This is an optimization exercise on Yosys and OpenROAD, whose aim is small area, not a production implementation. The RTL was checked by simulation tests, not by an equivalence proof against the original design. Power figures rest on the tool's default switching activity, not on a simulated workload.

==> design/flow/design.v <==
`timescale 1ns/1ns
package nipcb_pkg;
	localparam int DATA_WIDTH = 32;
	localparam int MAG_W = 16;
	localparam int CH_COUNT = 4;
endpackage
`timescale 1ns/1ns
`timescale 1ns/1ns
`timescale 1ns/1ns
`timescale 1ns/1ns
module nipcb_top #(
	parameter int unsigned ADDR_BASE = 0
) (
	input logic HCLK,
	input logic HRESETn,
	input logic HSEL,
	input logic [7:0] HADDR,
	input logic [1:0] HTRANS,
	input logic [2:0] HSIZE,
	input logic HWRITE,
	input logic [31:0] HWDATA,
	input logic HREADY,
	output logic [31:0] HRDATA,
	output logic HREADYOUT,
	output logic HRESP,
	output logic [19:0] stim_out
);
	logic accept;
	logic bad;
	logic [3:0] strb;
	logic dp_read;
	logic dp_write;
	logic err_first;
	logic err_second;
	logic [3:0] dp_idx;
	logic [3:0] dp_strb;
	logic [31:0] addr_ext;
	logic [31:0] offset;
	logic [3:0] idx;
	logic in_range;
	assign accept = HSEL && HTRANS[1] && HREADY;
	assign addr_ext = 32'(HADDR);
	assign offset = addr_ext - ADDR_BASE;
	assign idx = offset[5:2];
	assign in_range = (addr_ext >= ADDR_BASE) && (addr_ext < ADDR_BASE + 44);
	assign bad = !in_range || HSIZE[2] || (HSIZE[1] && HSIZE[0]) || (HWRITE && idx == 4'd1);
	always_comb begin
		case (HSIZE[1:0])
			2'b00: strb = 4'b0001 << HADDR[1:0];
			2'b01: strb = HADDR[1] ? 4'b1100 : 4'b0011;
			default: strb = 4'b1111;
		endcase
	end
	always_ff @(posedge HCLK) begin
		if (!HRESETn) begin
			dp_read <= 1'b0;
			dp_write <= 1'b0;
			err_first <= 1'b0;
			err_second <= 1'b0;
		end else begin
			dp_read <= accept && !bad && !HWRITE;
			dp_write <= accept && !bad && HWRITE;
			err_first <= accept && bad;
			err_second <= err_first;
		end
	end
	always_ff @(posedge HCLK) begin
		dp_idx <= idx;
		dp_strb <= strb;
	end
	assign HREADYOUT = !err_first;
	assign HRESP = err_first || err_second;
	logic conf;
	logic [1:0] ch_sel;
	logic [31:0] cyc_high, cyc_low, cyc_delay, cyc_stall, cyc_count;
	logic [15:0] mag_high, mag_low;
	logic [31:0] wdata;
	logic [3:0] lane;
	logic sel_conf, sel_ch, sel_high, sel_low, sel_delay, sel_stall, sel_count;
	logic sel_magh, sel_magl, sel_trig;
	assign wdata = HRESETn ? HWDATA : 32'd0;
	assign lane = HRESETn ? (dp_write ? dp_strb : 4'b0000) : 4'b1111;
	assign sel_trig = dp_idx == 4'd0;
	assign sel_conf = dp_idx == 4'd2;
	assign sel_ch = dp_idx == 4'd3;
	assign sel_high = dp_idx == 4'd4;
	assign sel_low = dp_idx == 4'd5;
	assign sel_delay = dp_idx == 4'd6;
	assign sel_stall = dp_idx == 4'd7;
	assign sel_count = dp_idx[3] && dp_idx[1:0] == 2'd0;
	assign sel_magh = dp_idx[3] && dp_idx[1:0] == 2'd1;
	assign sel_magl = dp_idx[3] && dp_idx[1];
	always_ff @(posedge HCLK) begin
		if (lane[0] && (sel_conf || !HRESETn)) conf <= wdata[0];
		if (lane[0] && (sel_ch || !HRESETn)) ch_sel <= wdata[1:0];
		for (int b = 0; b < 4; b++) begin
			if (lane[b] && (sel_high || !HRESETn)) cyc_high[b*8 +: 8] <= wdata[b*8 +: 8];
			if (lane[b] && (sel_low || !HRESETn)) cyc_low[b*8 +: 8] <= wdata[b*8 +: 8];
			if (lane[b] && (sel_delay || !HRESETn)) cyc_delay[b*8 +: 8] <= wdata[b*8 +: 8];
			if (lane[b] && (sel_stall || !HRESETn)) cyc_stall[b*8 +: 8] <= wdata[b*8 +: 8];
			if (lane[b] && (sel_count || !HRESETn)) cyc_count[b*8 +: 8] <= wdata[b*8 +: 8];
		end
		for (int b = 0; b < 2; b++) begin
			if (lane[b] && (sel_magh || !HRESETn)) mag_high[b*8 +: 8] <= wdata[b*8 +: 8];
			if (lane[b] && (sel_magl || !HRESETn)) mag_low[b*8 +: 8] <= wdata[b*8 +: 8];
		end
	end
	localparam logic [2:0] ST_IDLE = 3'b000;
	localparam logic [2:0] ST_DELAY = 3'b001;
	localparam logic [2:0] ST_STALL = 3'b011;
	localparam logic [2:0] ST_HIGH = 3'b110;
	localparam logic [2:0] ST_LOW = 3'b100;
	logic [2:0] state;
	logic running;
	logic stim_start;
	logic [31:0] cnt;
	logic [31:0] pulses;
	logic cnt_last;
	logic pulse_last;
	logic [1:0] q_ch;
	logic [31:0] q_high, q_low, q_stall;
	logic [15:0] q_magh, q_magl;
	assign running = state[2] || state[0];
	always_ff @(posedge HCLK) begin
		if (!HRESETn) begin
			stim_start <= 1'b0;
		end else begin
			stim_start <= dp_write && sel_trig && dp_strb[0] && HWDATA[0] && conf && !running;
		end
	end
	always_ff @(posedge HCLK) begin
		if (!running) begin
			q_ch <= ch_sel;
			q_low <= cyc_low;
			q_stall <= cyc_stall;
			q_magh <= mag_high;
			q_magl <= mag_low;
		end
	end
	assign cnt_last = cnt[31:1] == 31'd0;
	assign pulse_last = pulses[31:1] == 31'd0;
	logic [31:0] qh_d;
	assign qh_d = running ? q_high : cyc_high;
	always_ff @(posedge HCLK) q_high <= qh_d;
	logic [31:0] dec_out;
	assign dec_out = (cnt_last ? pulses : cnt) - 1'b1;
	always_ff @(posedge HCLK) begin
		if (running && !cnt_last) begin
			cnt <= dec_out;
		end else begin
			case (state)
				ST_IDLE: cnt <= (cyc_delay != 32'd0) ? cyc_delay : qh_d;
				ST_HIGH: cnt <= q_low;
				ST_LOW: cnt <= (q_stall != 32'd0) ? q_stall : qh_d;
				default: cnt <= qh_d;
			endcase
		end
	end
	always_ff @(posedge HCLK) begin
		if (!running) begin
			pulses <= cyc_count;
		end else if (cnt_last && (state == ST_STALL || (state == ST_LOW && q_stall == 32'd0))) begin
			pulses <= dec_out;
		end
	end
	always_ff @(posedge HCLK) begin
		if (!HRESETn) begin
			state <= ST_IDLE;
		end else if (!running) begin
			if (stim_start) state <= (cyc_delay != 32'd0) ? ST_DELAY : ST_HIGH;
		end else if (cnt_last) begin
			case (state)
				ST_DELAY: state <= ST_HIGH;
				ST_HIGH: state <= ST_LOW;
				default: begin
					if (state == ST_LOW && q_stall != 32'd0) state <= ST_STALL;
					else if (pulse_last) state <= ST_IDLE;
					else state <= ST_HIGH;
				end
			endcase
		end
	end
	always_comb begin
		stim_out = 20'd0;
		if (state[2]) begin
			stim_out[19:16] = 4'b0001 << q_ch;
			stim_out[15:0] = state[1] ? q_magh : q_magl;
		end
	end
	always_comb begin
		logic rd_flags, rd_conf, rd_ch, rd_high, rd_low, rd_delay, rd_stall, rd_count, rd_magh, rd_magl;
		rd_flags = dp_read && dp_idx == 4'd1;
		rd_conf = dp_read && sel_conf;
		rd_ch = dp_read && sel_ch;
		rd_high = dp_read && sel_high;
		rd_low = dp_read && sel_low;
		rd_delay = dp_read && sel_delay;
		rd_stall = dp_read && sel_stall;
		rd_count = dp_read && sel_count;
		rd_magh = dp_read && sel_magh;
		rd_magl = dp_read && sel_magl;
		HRDATA = ({32{rd_high}} & cyc_high) | ({32{rd_low}} & cyc_low) |
			({32{rd_delay}} & cyc_delay) | ({32{rd_stall}} & cyc_stall) |
			({32{rd_count}} & cyc_count) |
			({32{rd_magh}} & {16'd0, mag_high}) | ({32{rd_magl}} & {16'd0, mag_low}) |
			({32{rd_ch}} & {30'd0, ch_sel}) | ({32{rd_conf}} & {31'd0, conf}) |
			({32{rd_flags}} & {31'd0, running});
	end
endmodule
==> design/flow/flow/run.sh <==
#!/bin/bash
# Standard ORFS layout with three changes to how the layout is made:
#  - synthesis maps the combinational logic with an area-oriented ABC script (flow/area.abc,
#    a timed deep resynthesis pass, then two rounds of rewriting and area mapping);
#    the registers, their names and cell types are those of the standard synthesis,
#  - ports are buffered with the smallest buffer,
#  - clock tree built from clkbuf_8 buffers, each driving a cluster of up to 16 registers,
#    and no dummy loads.
set -euo pipefail
work=$(pwd)
abc_script=$work/flow/area.abc

# The standard flow's synthesis script, with ABC pointed at the area script
{
	printf 'proc abc {args} {\n'
	printf '  set i [lsearch -exact $args -script]\n'
	printf '  if {$i >= 0} { lset args [expr {$i + 1}] %s }\n' "$abc_script"
	printf '  yosys abc {*}$args\n'
	printf '}\n'
	cat synth_recipe.tcl
} > area_synth.tcl

export BUFFER_PORTS_ARGS="-buffer_cell sky130_fd_sc_hd__buf_1"
export CTS_ARGS="-sink_clustering_enable -repair_clock_nets -dont_use_dummy_load -buf_list sky130_fd_sc_hd__clkbuf_8 -sink_clustering_size 16 -sink_clustering_max_diameter 100"

bash standard.sh SYNTH_SCRIPT="$work/area_synth.tcl" finish > "$work/flow.log" 2>&1
==> design/flow/flow/area.abc <==
strash
&get -n
&deepsyn -T 60
&put
balance -l; resub -K 6 -l; rewrite -l; resub -K 6 -N 2 -l; refactor -l; resub -K 8 -l; balance -l; resub -K 8 -N 2 -l; rewrite -l; resub -K 10 -l; rewrite -z -l; resub -K 10 -N 2 -l; balance -l; resub -K 12 -l; refactor -z -l; resub -K 12 -N 2 -l; rewrite -z -l; balance -l
&get -n
&st
&dch
&nf -R 1000
&put
strash
balance -l; resub -K 6 -l; rewrite -l; resub -K 6 -N 2 -l; refactor -l; resub -K 8 -l; balance -l; resub -K 8 -N 2 -l; rewrite -l; resub -K 10 -l; rewrite -z -l; resub -K 10 -N 2 -l; balance -l; resub -K 12 -l; refactor -z -l; resub -K 12 -N 2 -l; rewrite -z -l; balance -l
&get -n
&st
&dch
&nf -R 1000
&put
topo
==> design/flow/standard.sh <==
#!/bin/bash
# synth_recipe.tcl (not shown) runs the flow's synth.tcl, then flattens the netlist and writes it again
# the make line also repeats each setting of config.mk as NAME=value (left out here)
make -C /OpenROAD-flow-scripts/flow DESIGN_CONFIG=/design/flow/config.mk WORK_HOME=/design/flow/orfs CLKGATE_MAP_FILE= SYNTH_SCRIPT=/design/flow/synth_recipe.tcl "${@:-finish}"
==> design/flow/config.mk <==
export PLATFORM = sky130hd
export DESIGN_NAME = nipcb_top
export DESIGN_NICKNAME = nipcb_top
export VERILOG_FILES = /design/flow/design.v
export SDC_FILE = /design/flow/constraint.sdc
export NUM_CORES = 4
export LEC_CHECK = 0
export CAP_MARGIN = 5
export CORE_MARGIN = 2
export CORE_UTILIZATION = 50
export SLEW_MARGIN = 5
==> design/flow/constraint.sdc <==
create_clock -name core_clock -period 6.0 [get_ports {HCLK}]
set_input_delay 1.2000 -clock core_clock [delete_from_list [all_inputs] [get_ports {HCLK}]]
set_output_delay 1.2000 -clock core_clock [all_outputs]
set_load 0.01 [all_outputs]
==> PnR_summary.wiki, run 1 <==
{| class="wikitable"
! Metric !! Value
|-
| Die area || 0.03233 mm2
|-
| Maximum clock skew at final layout || 0.04981 ns
|-
| Post-synthesis instance area || 0.01545 mm2
|-
| Fraction of the yosys area taken by sequential cells || 73.52%
|-
| Floorplan core area || 0.03051 mm2
|-
| Starting utilization of the core area || 50.65%
|-
| Layout-stage area growth over the synthesis result || 9.562%
|-
| Cell at the root of the clock tree || clkbuf_8
|-
| GRT Overall Usage || 25.30%
|-
| DRC violation count after routing || 0
|-
| Detail Route Antenna Nets || 0
|-
| # Post-CTS Setup Buffers || 0
|-
| Leakage Power || 5.941 nW
|-
| Post-CTS clock slew at the launch and capture registers of the worst setup and hold paths || 0.10 ns
|-
| Hold crit path type || flip-flop to flip-flop
|-
| Met3 Wirelength || 3.321 mm
|-
| PnR Total Power || 6.823 mW
|-
| Chip Width || about 180 um
|-
| Number of placed I/O pins || 104
|-
| Fin. max-slew vios || 0
|-
| Flip-flop and latch count after synthesis || roughly 400
|-
| Worst path arrival time || between 5 and 6 ns
|-
| Worst slack, placed || 0.7858 ns
|-
| Number of antenna repair diodes || 0
|-
| Achievable clock frequency || 186.4 MHz
|-
| Syn Inst Count || 1103
|-
| Share of synthesized flip-flops with an asynchronous set or reset || 0%
|-
| Outcome || complete, no violations
|-
| Net count after synthesis || about 1200
|-
| Routability Congestion || 0.8697
|-
| Number of global-route vias before repair || approximately 10000
|-
| Time the final worst path needs with I/O delays and setup || 5.365 ns
|-
| WL met2 || between 15 and 20 mm
|-
| Clock latency at the later pin of the worst-skew pair || 0.62 ns
|-
| Xor and xnor fraction of the mapped netlist area || under 10%
|-
| Final nets || 1308
|-
| Relative max-transition margin || roughly a fifth
|-
| Clock tree from TritonCTS || done
|-
| Cell variety after synth || 36
|-
| Data required time of the critical path || 6.32 ns
|-
| Crit. End Element || flip-flop
|-
| Post-Route Utilization || 55.50%
|-
| I/O Buffers || 102
|-
| Count of instances resized after the clock tree is built || 0
|-
| Number of antenna violations at the first check in global routing || 2
|-
| Detailed placer's ending HPWL || 26.18 mm
|-
| CP Max Fanout || 3
|-
| Number of buffers on the longest clock path || 3
|-
| Worst-Margin Slew || 1.184 ns
|-
| Unrepaired setup endpoints after global routing || no
|-
| TritonCTS buffer count || 29
|-
| Clock H-tree levels || 1
|-
| Peak supply drop || between 150 and 200 uV
|-
| Highest routed layer || met4
|-
| Starting DRT DRC Count || 1302
|-
| Number of synthesized flops with an enable pin || 325
|-
| CTS sink count || 405
|-
| Final hold vios || 0
|-
| Vias || 10580
|-
| Max-cap violations || 0
|-
| Critical path startpoint category || flip-flop
|-
| Number of warnings issued by yosys || 1
|-
| Wire length of the first global-routing pass || 62.49 mm
|-
| Fin crit share || slightly below 90%
|-
| Power per cell area || 403.0 mW/mm2
|-
| Global-route congestion overflow total || 0
|-
| Compound-gate portion of the synthesized area || 12.72%
|-
| Proportion of synthesized area in mux cells || 0.06477%
|-
| Total length of routed wires || between 40 and 50 mm
|-
| Routed wire length per instance || around 25 um
|-
| Core Rows || 64
|-
| Sum of routed wire segments on met1 || roughly 18 mm
|-
| Pin count of the biggest net entering global routing || 110
|-
| Vertical extent of the die || approximately 180 um
|-
| Final worst-path setup slack || ~0.64 ns
|-
| DR vias/cell || 6.407
|-
| Avg Cell Area, Syn || 14.01 um2
|-
| Prevailing post-synth register cell || edfxtp_1
|-
| Largest family of logic cells by synthesized area || compound AO/OA/AOI/OAI gates
|-
| Final setup TNS || 0 ns
|-
| Post-synthesis adder-cell area fraction || 0.08097%
|-
| Synthesized-area fraction occupied by and/or/nand/nor cells || 11.71%
|-
| Hold buffer count at CTS || 0
|-
| Final number of setup-violating endpoints || 0
|-
| First-pass iteration count of the detailed router || 9
|-
| Classification of the worst setup path || flip-flop to flip-flop
|-
| Share of final-layout standard cells stronger than drive strength 1 || 4.861%
|}
## area by class of cell
type	count	area [um2]
repair buffers	123	541.8
well taps	396	495.5
clock buffers	29	399.1
fillers	2485	13580
inverters	11	53.80
multi-input cells	687	4080
flip-flops and latches	405	11360
## critical path: stages, from the launching register on
cell and delay [ns]:
dfxtp_1 0.34, nor4_1 0.51, nand4_1 0.26, nor2_2 0.21, mux2i_1 0.31, ha_1 0.23
and3_1 0.19, and3_1 0.25, and3_1 0.19, and3_1 0.21, nand3_1 0.13, a211oi_1 0.41
nand3_1 0.13, nor2_1 0.20, nand4_1 0.17, a211o_1 0.32, nor2_1 0.17, and4_1 0.26
and3_1 0.22, nand3_1 0.10, xnor2_1 0.20, o21ai_0 0.11
## synth_stat cells (all sizes together), types with 11 or more instances
library cell    n  area share, %
xor2           11           0.62
a222oi         39            2.5
nand2         173            4.2
nor4           31            1.3
o21ai          20           0.65
edfxtp        325             63
nor2           70            1.7
a221oi         32            1.8
a221o          17            1.1
xnor2          18            1.0
dfxtp          80             10
a22oi          35            1.7
and2           34            1.4
clkinv         11           0.27
and3           17           0.69
nand4          12           0.49
nand3          29           0.94
a21oi          81            2.6
a32oi          17           0.96
a22o           16           0.91
## per-layer routing
metal | vias up | global-route usage [%]
met5 | - | 0
li1 | 4677 | -
met1 | 5299 | 36.18
met2 | 530 | 40.25
met4 | 0 | 8.033
met3 | 72 | 3.788
## sequential cells by signal (all words and copies together), names as in the netlist, 32 cells and up
register,flops
cnt,32
q_stall,32
q_high,32
cyc_high,32
cyc_stall,32
pulses,32
q_low,32
cyc_low,32
cyc_count,32
cyc_delay,32
## final timing paths
kind          startpoint         end  slack, ns  depth (start not counted)
max              cnt[18]  pulses[30]       0.64                         21
min          cyc_low[11]   q_low[11]       0.40                          0
max reg2reg      cnt[18]  pulses[30]       0.64                         21
min reg2reg  cyc_low[11]   q_low[11]       0.40                          0
## metrics by stage
step                cells  cell area, um2  hold slack (ns)
floorplan            1103           15470           0.4076
global placement     1622           16530           0.4143
detailed placement   1622           16530           0.4242
CTS                  1651           16930           0.3944
global route         1651           16930           0.4119
finish               1651           16930           0.3995
## where the power goes
group          switching [mW]  internal [mW]  total (mW)
clock network           0.823          0.431        1.25
logic                    1.08          0.437        1.52
registers               0.289           3.76        4.05
total                    2.19           4.63        6.82
## logic make-up (layout without fill, tap and decap cells)
| logic type | after synthesis | after routing |
|---|---|---|
| buffers and inverters | 11 | 163 |
| multiplexers | 1 | 1 |
| adder cells (fa/ha/maj) | 1 | 1 |
| AND/OR/NAND/NOR | 391 | 391 |
| flip-flops | 405 | 405 |
| XOR/XNOR | 29 | 29 |
| AO/OA/AOI/OAI | 265 | 265 |
## layout by cell type (no fill, tap or decap), types with 18 or more instances in the layout
cell	count
a21oi_1	81
a221oi_1	32
a222oi_1	39
a22oi_1	35
and2_0	33
buf_1	101
buf_4	21
clkbuf_8	29
dfxtp_1	80
edfxtp_1	325
nand2_1	173
nand3_1	29
nor2_1	66
nor4_1	31
o21ai_0	19
xnor2_1	18
==> run 2, diff against run 1 <==
--- a/design/flow/config.mk
+++ b/design/flow/config.mk
@@ -5,7 +5,7 @@
 export SDC_FILE = /design/flow/constraint.sdc
 export NUM_CORES = 4
 export LEC_CHECK = 0
-export CAP_MARGIN = 5
+export CAP_MARGIN = 0
 export CORE_MARGIN = 2
 export CORE_UTILIZATION = 50
-export SLEW_MARGIN = 5
+export SLEW_MARGIN = 0
==> PnR_summary.wiki, run 2 <==
{| class="wikitable"
! Metric !! Value
|-
| Outcome || complete, no violations
|-
| Fin crit share || ~90%
|-
| Core Rows || 64
|-
| Worst path arrival time || 5.69 ns
|-
| Number of placed I/O pins || roughly 100
|-
| Maximum clock skew at final layout || 0.04981 ns
|-
| Net count after synthesis || 1154
|-
| Cell at the root of the clock tree || clkbuf_8
|-
| Most common cell after layout, fill and taps aside || edfxtp_1
|-
| Detailed placer's ending HPWL || approximately 26 mm
|-
| I/O Buffers || approximately 100
|-
| Count of instances resized after the clock tree is built || 0
|-
| Global-route congestion overflow total || 0
|-
| Wire length of the first global-routing pass || about 62 mm
|-
| DR vias/cell || 6.407
|-
| Share of final-layout standard cells stronger than drive strength 1 || ~4.9%
|-
| CP Max Fanout || 3
|-
| TritonCTS buffer count || 29
|-
| Clock latency at the later pin of the worst-skew pair || 0.62 ns
|-
| Final nets || roughly 1300
|-
| Combined flip-flop and latch cell area || between 0.01 and 0.015 mm2
|-
| Final number of setup-violating endpoints || 0
|-
| Multi-input combinational cell area || 0.004080 mm2
|-
| Final hold vios || 0
|-
| Crit path launch || cnt[18]
|-
| Flip-flop and latch count after synthesis || 405
|-
| Routed wire length per instance || roughly 25 um
|-
| Fin. max-slew vios || 0
|-
| CTS sink count || about 400
|-
| Avg Cell Area, Syn || 14.01 um2
|-
| Worst-Margin Slew || around 1.2 ns
|-
| GRT Overall Usage || 25.30%
|-
| Unrepaired setup endpoints after global routing || no
|-
| Critical path startpoint category || flip-flop
|-
| Synth top area share || 63.15%
|-
| Syn Inst Count || between 1000 and 1500
|-
| Layout-stage area growth over the synthesis result || 9.562%
|-
| Post-synthesis instance area || 0.01545 mm2
|-
| Number of buffers on the longest clock path || 3
|-
| # Post-CTS Setup Buffers || 0
|-
| Worst hold stages || 0
|-
| Post-synth top cells || edfxtp_1 (325), nand2_1 (173), a21oi_1 (81)
|-
| Vertical extent of the die || 179.8 um
|-
| PnR Total Power || 6.823 mW
|-
| Post-CTS clock slew at the launch and capture registers of the worst setup and hold paths || roughly 0.10 ns
|-
| Biggest area consumer among synthesized cells || edfxtp_1
|-
| Hold buffer count at CTS || 0
|-
| Fraction of the yosys area taken by sequential cells || about three quarters
|-
| Vias || ~11000
|-
| Fill count || between 2000 and 2500
|-
| Pin count of the biggest net entering global routing || 110
|-
| Clock H-tree levels || 1
|-
| Startpoint of the most critical hold path || cyc_low[11]
|-
| Time the final worst path needs with I/O delays and setup || about 5.4 ns
|-
| Most frequent cell after synthesis || edfxtp_1
|-
| Starting utilization of the core area || approximately half
|-
| R2R depth || 21
|-
| Prevailing post-synth register cell || edfxtp_1
|-
| Detail Route Antenna Nets || 0
|-
| Number of synthesized flops with an enable pin || 325
|-
| Routability Congestion || 0.8697
|-
| Highest-count cells in the layout ignoring fill and taps || edfxtp_1 (325), nand2_1 (173), buf_1 (101), a21oi_1 (81), dfxtp_1 (80)
|-
| Number of warnings issued by yosys || 1
|-
| Starting DRT DRC Count || about 1300
|-
| Hold crit path type || flip-flop to flip-flop
|-
| Die area || roughly 0.032 mm2
|-
| Relative max-transition margin || 20.75%
|-
| Cell types occupying the most area after synthesis || edfxtp_1 (63%), dfxtp_1 (10%), nand2_1 (4.2%)
|-
| Achievable clock frequency || about 190 MHz
|-
| Classification of the worst setup path || flip-flop to flip-flop
|-
| Power per cell area || about 400 mW/mm2
|-
| Number of global-route vias before repair || ~10000
|-
| Number of antenna violations at the first check in global routing || 2
|-
| Share of synthesized flip-flops with an asynchronous set or reset || 0%
|-
| Crit. End Element || flip-flop
|-
| DRC violation count after routing || 0
|-
| Floorplan core area || 0.03051 mm2
|-
| Cell variety after synth || 36
|-
| Total length of routed wires || 41.98 mm
|-
| Worst R2R Setup Slack || 0.64 ns
|-
| Chip Width || 179.8 um
|-
| Number of antenna repair diodes || 0
|-
| Data required time of the critical path || 6.32 ns
|-
| Final setup TNS || 0 ns
|-
| Peak supply drop || 195.1 uV
|-
| Max-cap violations || 0
|-
| First-pass iteration count of the detailed router || 9
|-
| Clock tree from TritonCTS || done
|-
| Critical R2R Launch || cnt[18]
|-
| Leakage Power || 5.941 nW
|}
run 2: cell counts in the layout (fill, tap and decap cells not counted):
Identical to the previous run, type by type.
run 2: routing by layer:
layer / global-route usage, % / vias to the layer above / share of wire [%]
li1: - / 4677 / -
met1: 36.18 / 5299 / 43
met2: 40.25 / 530 / 47
met3: 3.788 / 72 / 7.9
met4: 8.033 / 0 / 2.8
met5: 0 / - / 0
run 2: final cells by class:
| cell class | count | area share [%] |
|---|---|---|
| clock buffers | 29 | 2.357 |
| repair buffers | 123 | 3.200 |
| flip-flops and latches | 405 | 67.10 |
| inverters | 11 | 0.3178 |
| multi-input cells | 687 | 24.10 |
| well taps | 396 | 2.926 |
run 2: path summary, 6_finish.rpt:
check	end
worst min register to register	q_low[11]
worst min-delay path	q_low[11]
worst max-delay path	pulses[30]
worst max register to register	pulses[30]
run 2: cells by family after synthesis:
group	synth area share, %
flip-flops	73.52
AND/OR/NAND/NOR	11.71
AO/OA/AOI/OAI	12.72
XOR/XNOR	1.644
buffers and inverters	0.2672
multiplexers	0.06477
adder cells (fa/ha/maj)	0.08095
run 2: through the flow:
stage	hold slack (ns)	setup WS (ns)	utilization (%)	cell area, um2	instances
2_1_floorplan	0.4076	0.03763	-	15470	1103
3_3_place_gp	0.4143	0.8500	54.19	16530	1622
3_5_place_dp	0.4242	0.7858	54.19	16530	1622
4_1_cts	0.3944	0.7222	55.50	16930	1651
5_1_grt	0.4119	0.2656	55.50	16930	1651
6_report	0.3995	0.6350	55.50	16930	1651
run 2: worst max-delay path: stages, from the launching register on:
cell and delay [ns]:
dfxtp_1 0.34, nor4_1 0.51, nand4_1 0.26, nor2_2 0.21, mux2i_1 0.31, ha_1 0.23, and3_1 0.19, and3_1 0.25
and3_1 0.19, and3_1 0.21, nand3_1 0.13, a211oi_1 0.41, nand3_1 0.13, nor2_1 0.20, nand4_1 0.17, a211o_1 0.32
nor2_1 0.17, and4_1 0.26, and3_1 0.22, nand3_1 0.10, xnor2_1 0.20, o21ai_0 0.11
run 2: power by group:
part	switching, mW	internal, mW
Combinational	1.08	0.437
Sequential	0.289	3.76
Clock	0.823	0.431
Total	2.19	4.63

static timing again, ports no longer ideal:
The results above use ideal ports. As a check the final layouts listed here were re-extracted and re-timed, cells and wires unchanged. Step 1 sets driving cells, clkbuf_16 on the clock port and buf_2 on the other inputs (assumed; they add their load-dependent delay and slew). Step 2 also shifts input and output timing later by t, the mid clock arrival at the registers, as if the neighbouring blocks saw the same clock. Three values: ideal, step 1, step 2; two values: the first two.
run | shift t [ns] | setup slack, ns | hold slack, ns | worst setup path after step 2 | slew at the worst register clock pin (ns)
run 1 | 0.637 | 0.635 / 0.635 / 0.635 | 0.399 / 0.399 / 0.399 | register to register | 0.11 / 0.11
run 2 | 0.637 | 0.635 / 0.635 / 0.635 | 0.399 / 0.399 / 0.399 | register to register | 0.11 / 0.11
After both steps setup and hold are still met in every run listed.
